Background: an optimization exercise with open tools, aiming at small area. Do not read the settings as production practice. Where RTL was checked, it was by simulation tests only, not by an equivalence proof against the original.

// window_mult_pipe
module window_mult_pipe #(
  parameter int K   = 3,
  parameter int NI  = 8,
  parameter int NF  = 8,
  parameter int LAT = 2,
  parameter int CW  = 5
) (
  input  logic                            clk,
  input  logic                            rst_n,
  input  logic                            in_valid,
  output logic                            in_ready,
  input  logic                            sgn_i,
  input  logic [K*K*NI-1:0]               i_flat,
  input  logic [K*K*NF-1:0]               f_flat,
  input  logic [CW-1:0]                   row_in,
  input  logic [CW-1:0]                   col_in,
  input  logic                            done_in,
  output logic                            out_valid,
  input  logic                            out_ready,
  output logic [K*K*(NI+NF)-1:0]          d_flat,
  output logic [CW-1:0]                   row_out,
  output logic [CW-1:0]                   col_out,
  output logic                            done_out,
  output logic [NI+NF+$clog2(K*K)-1:0]    sum_o
);
For scale: ~2300 cells after synthesis, about 0.033 sq mm of cells after synthesis.
clock: 6.5 ns
lec_check: 0
abc_clock_period_in_ps: 2000
cap_margin: 20
core_margin: 2
core_utilization: 76
place_density: 0.86
slew_margin: 20
synth_hierarchical: 1
standard.sh (not shown) runs the stock make flow with config.mk's settings and CLKGATE_MAP_FILE= SYNTH_SCRIPT=/design/flow/synth_recipe.tcl, a recipe that flattens the netlist after the stock synthesis.
==> flow/flow/run.sh <==
#!/bin/bash
# The standard layout, with the port buffers made of the smallest buffer and a clock tree
# without dummy loads. Each tool's output goes to orfs/logs; make's own output to flow_make.log.
set -euo pipefail
bash standard.sh \
  "BUFFER_PORTS_ARGS=-buffer_cell sky130_fd_sc_hd__buf_1" \
  "CTS_ARGS=-sink_clustering_enable -repair_clock_nets -dont_use_dummy_load -sink_clustering_size 18 -sink_clustering_max_diameter 60 -buf_list {sky130_fd_sc_hd__clkbuf_8}" \
  finish > flow_make.log 2>&1
Then changed:
--- a/flow/config.mk
+++ b/flow/config.mk
@@ -8 +7,0 @@
-export ABC_CLOCK_PERIOD_IN_PS = 2000
Outcome: Routed wire length does not change. First-iteration DRC count does not change. Final area stays the same. Non-clock buffer count stays the same.
Then changed:
--- a/flow/config.mk
+++ b/flow/config.mk
@@ -7,0 +8 @@
+export ABC_CLOCK_PERIOD_IN_PS = 3500
Result: Worst setup slack stays the same; hold slack does not change; maximum frequency is unchanged; clock skew is unchanged; first-iteration DRC count does not change; final area stays the same; synthesized cell count stays the same.

---

== trial 70 ==
Another version of the RTL of window_mult_pipe (not shown whole).
Size: roughly 2200 cells after synthesis, ~470 flip-flops, about 340 I/O pins, ~34000 sq um of cells after synthesis.
Settings: LEC_CHECK=0, CAP_MARGIN=20, CORE_MARGIN=2, CORE_UTILIZATION=40, SLEW_MARGIN=20, SYNTH_HIERARCHICAL=1; clock period 6.5 ns.
==> flow/flow/run.sh <==
#!/bin/bash
# The standard layout, with the port buffers made of the smallest buffer and a clock tree
# without dummy loads. Each tool's output goes to orfs/logs; make's own output to flow_make.log.
set -euo pipefail
bash standard.sh \
  "BUFFER_PORTS_ARGS=-buffer_cell sky130_fd_sc_hd__buf_1" \
  "CTS_ARGS=-sink_clustering_enable -repair_clock_nets -dont_use_dummy_load" \
  finish > flow_make.log 2>&1
Here is what was changed in the inputs of trial 98 compared with trial 70.
==> flow/run.sh (new file) <==
#!/bin/bash
# synth_recipe.tcl (not shown) runs the flow's synth.tcl, then flattens the netlist and writes it again
# the make line also repeats each setting of config.mk as NAME=value (left out here)
make -C /OpenROAD-flow-scripts/flow DESIGN_CONFIG=/design/flow/config.mk WORK_HOME=/design/flow/orfs CLKGATE_MAP_FILE= SYNTH_SCRIPT=/design/flow/synth_recipe.tcl finish
removed: flow/flow/run.sh
removed: flow/standard.sh
==> run notes <==
- Trial 98 | stages: all done | timing, DRC, antenna: all pass
- Trial 98 reports a higher placement-stage worst setup slack than trial 70 does.
- Hold slack: trial 98 vs trial 70 — no meaningful difference
- ~same reported max-cap violation count in trial 98 and trial 70
- Post-layout net count in trial 98 is 0.65% higher than in trial 70
- Against trial 70 as the reference, trial 98 delivers a lower weighted congestion at the end of routability-driven global placement.

---

xenon:
window_mult_pipe, a different RTL version from the one above (not shown whole).
For scale: ~2400 cells after synthesis, roughly 34000 sq um of cells after synthesis.
clock: 6.5 ns
lec_check: 0
cap_margin: 20
core_margin: 2
core_utilization: 60
place_density: 0.72
slew_margin: 20
synth_hierarchical: 1
==> flow/flow/run.sh <==
#!/bin/bash
# The standard layout, with the port buffers made of the smallest buffer and a clock tree
# without dummy loads. Each tool's output goes to orfs/logs; make's own output to flow_make.log.
set -euo pipefail
bash standard.sh \
  "BUFFER_PORTS_ARGS=-buffer_cell sky130_fd_sc_hd__buf_1" \
  "CTS_ARGS=-sink_clustering_enable -repair_clock_nets -dont_use_dummy_load -sink_clustering_size 24 -sink_clustering_max_diameter 80 -buf_list {sky130_fd_sc_hd__clkbuf_8 sky130_fd_sc_hd__clkbuf_16}" \
  finish > flow_make.log 2>&1
The following lists how tundra was set up differently from xenon:
==> flow/flow/run.sh <==
#!/bin/bash
# The standard layout, with the port buffers made of the smallest buffer and a clock tree
# without dummy loads. Each tool's output goes to orfs/logs; make's own output to flow_make.log.
set -euo pipefail
bash standard.sh \
  "BUFFER_PORTS_ARGS=-buffer_cell sky130_fd_sc_hd__buf_1" \
  "CTS_ARGS=-sink_clustering_enable -repair_clock_nets -dont_use_dummy_load -buf_list {sky130_fd_sc_hd__clkbuf_4 sky130_fd_sc_hd__clkbuf_8}" \
  finish > flow_make.log 2>&1
## What came out
- From xenon to tundra the numbers moved as follows: growth of design area from synthesis to finish increased 1.2 points; post-route non-filler standard cell count +about 1.7%.
- tundra — largest fanout on the critical path 1 lower, xenon as reference
- Going from xenon to tundra, post-route worst hold slack grew by 0.0079 ns, clock-buffer cell count grew by 130%.
- From xenon to tundra the numbers moved as follows: non-clock buffer total of the final layout went up 2.0%; initial antenna violation count went up 1; delay of the slowest cell on the worst path went up 0.02 ns.
- No stage failed in tundra, and the final checks on the layout all came back clean.
--- input diff tundra..nickel ---
Settings: swapping 60 for 40 in CORE_UTILIZATION; clearing PLACE_DENSITY, which used to be 0.72.
--- outcome ---
In nickel, routed length per placed instance is lower than in tundra.
Standard cell with the maximum stage delay on the critical path = sky130_fd_sc_hd__fa_2: tundra; standard cell with the maximum stage delay on the critical path = sky130_fd_sc_hd__fa_1: nickel
tundra → nickel: count of clock-buffer cells in the layout moved up; sequential share of layout area went down by 0.60 points; tightest slew margin relative to the limit saw a decrease; wire length rose about 9%; highest achievable clock rate barely changed.
nickel -> tundra: multi-input combinational gate total delta 0, exact match
## Diff of input files: raven against nickel
--- a/flow/flow/run.sh
+++ b/flow/flow/run.sh
@@ -5,4 +5,4 @@
 bash standard.sh \
   "BUFFER_PORTS_ARGS=-buffer_cell sky130_fd_sc_hd__buf_1" \
-  "CTS_ARGS=-sink_clustering_enable -repair_clock_nets -dont_use_dummy_load -buf_list {sky130_fd_sc_hd__clkbuf_4 sky130_fd_sc_hd__clkbuf_8}" \
+  "CTS_ARGS=-sink_clustering_enable -repair_clock_nets -dont_use_dummy_load" \
   finish > flow_make.log 2>&1
--- outcome ---
- Comparing raven against nickel, there is no change at all in synthesized area.
- Measured against each other, nickel and raven differ in share of cell area taken by multi-input logic gates, the higher figure coming from nickel.
- Going from nickel to raven, routed wire length neither gained nor lost much; design area picked up an extra 0.42%; setup slack of the critical path after layout picked up an extra 0.044 ns; first-pass GRT wire length lost about 0.9%.
### raven -> violet
Settings: GPL_TIMING_DRIVEN newly set to 0.
Results
- As of violet, total of clock buffers placed in the layout had risen slightly compared to raven.
- Changes observed in violet relative to raven: routed wire length on met2 shrank by 1500 microns; post-layout utilization of the core +1.3 points.
- Delta (violet minus raven): share of the clock period used by the worst path grew by 0.59 points, least setup slack across all paths after layout shrank by 0.038 ns.
Function was not checked in any run of this note: the RTL went through the layout flow alone.

-- static timing again, ports no longer ideal --
No port has a modelled driver above. Below, the same layouts with a new extraction and two added sets of constraints.
Step 1 assumes that a clkbuf_16 drives the clock port and a buf_2 every other input.
Step 2 times the ports against the registers' clock, not the clock port: input delays grow and output delays shrink by t, the midpoint of the rising clock arrivals with the driver on.
Slacks: ideal ports / drivers / drivers and shift; pairs: ideal ports / drivers.
run | t (ns) | slack for setup (ns) | worst register clock-pin slew, ns
the first run of note 1 | 0.667 | 0.143 / 0.088 / 0.600 | 0.11 / 0.11
the second run of note 1 | 0.667 | 0.143 / 0.088 / 0.600 | 0.11 / 0.11
the third run of note 1 | 0.667 | 0.143 / 0.088 / 0.600 | 0.11 / 0.11
trial 70 | 0.675 | 0.048 / -0.020 / 0.175 | 0.06 / 0.06
trial 98 | 0.676 | 0.017 / -0.050 / 0.139 | 0.07 / 0.07
xenon | 0.613 | 0.110 / 0.049 / 0.144 | 0.09 / 0.09
tundra | 0.711 | 0.048 / -0.013 / 0.153 | 0.06 / 0.06
nickel | 0.736 | 0.058 / -0.006 / 0.143 | 0.06 / 0.06
raven | 0.657 | 0.102 / 0.041 / 0.173 | 0.06 / 0.06
violet | 0.692 | 0.064 / 0.004 / 0.064 | 0.06 / 0.06
After both steps setup and hold are still met in every run listed.
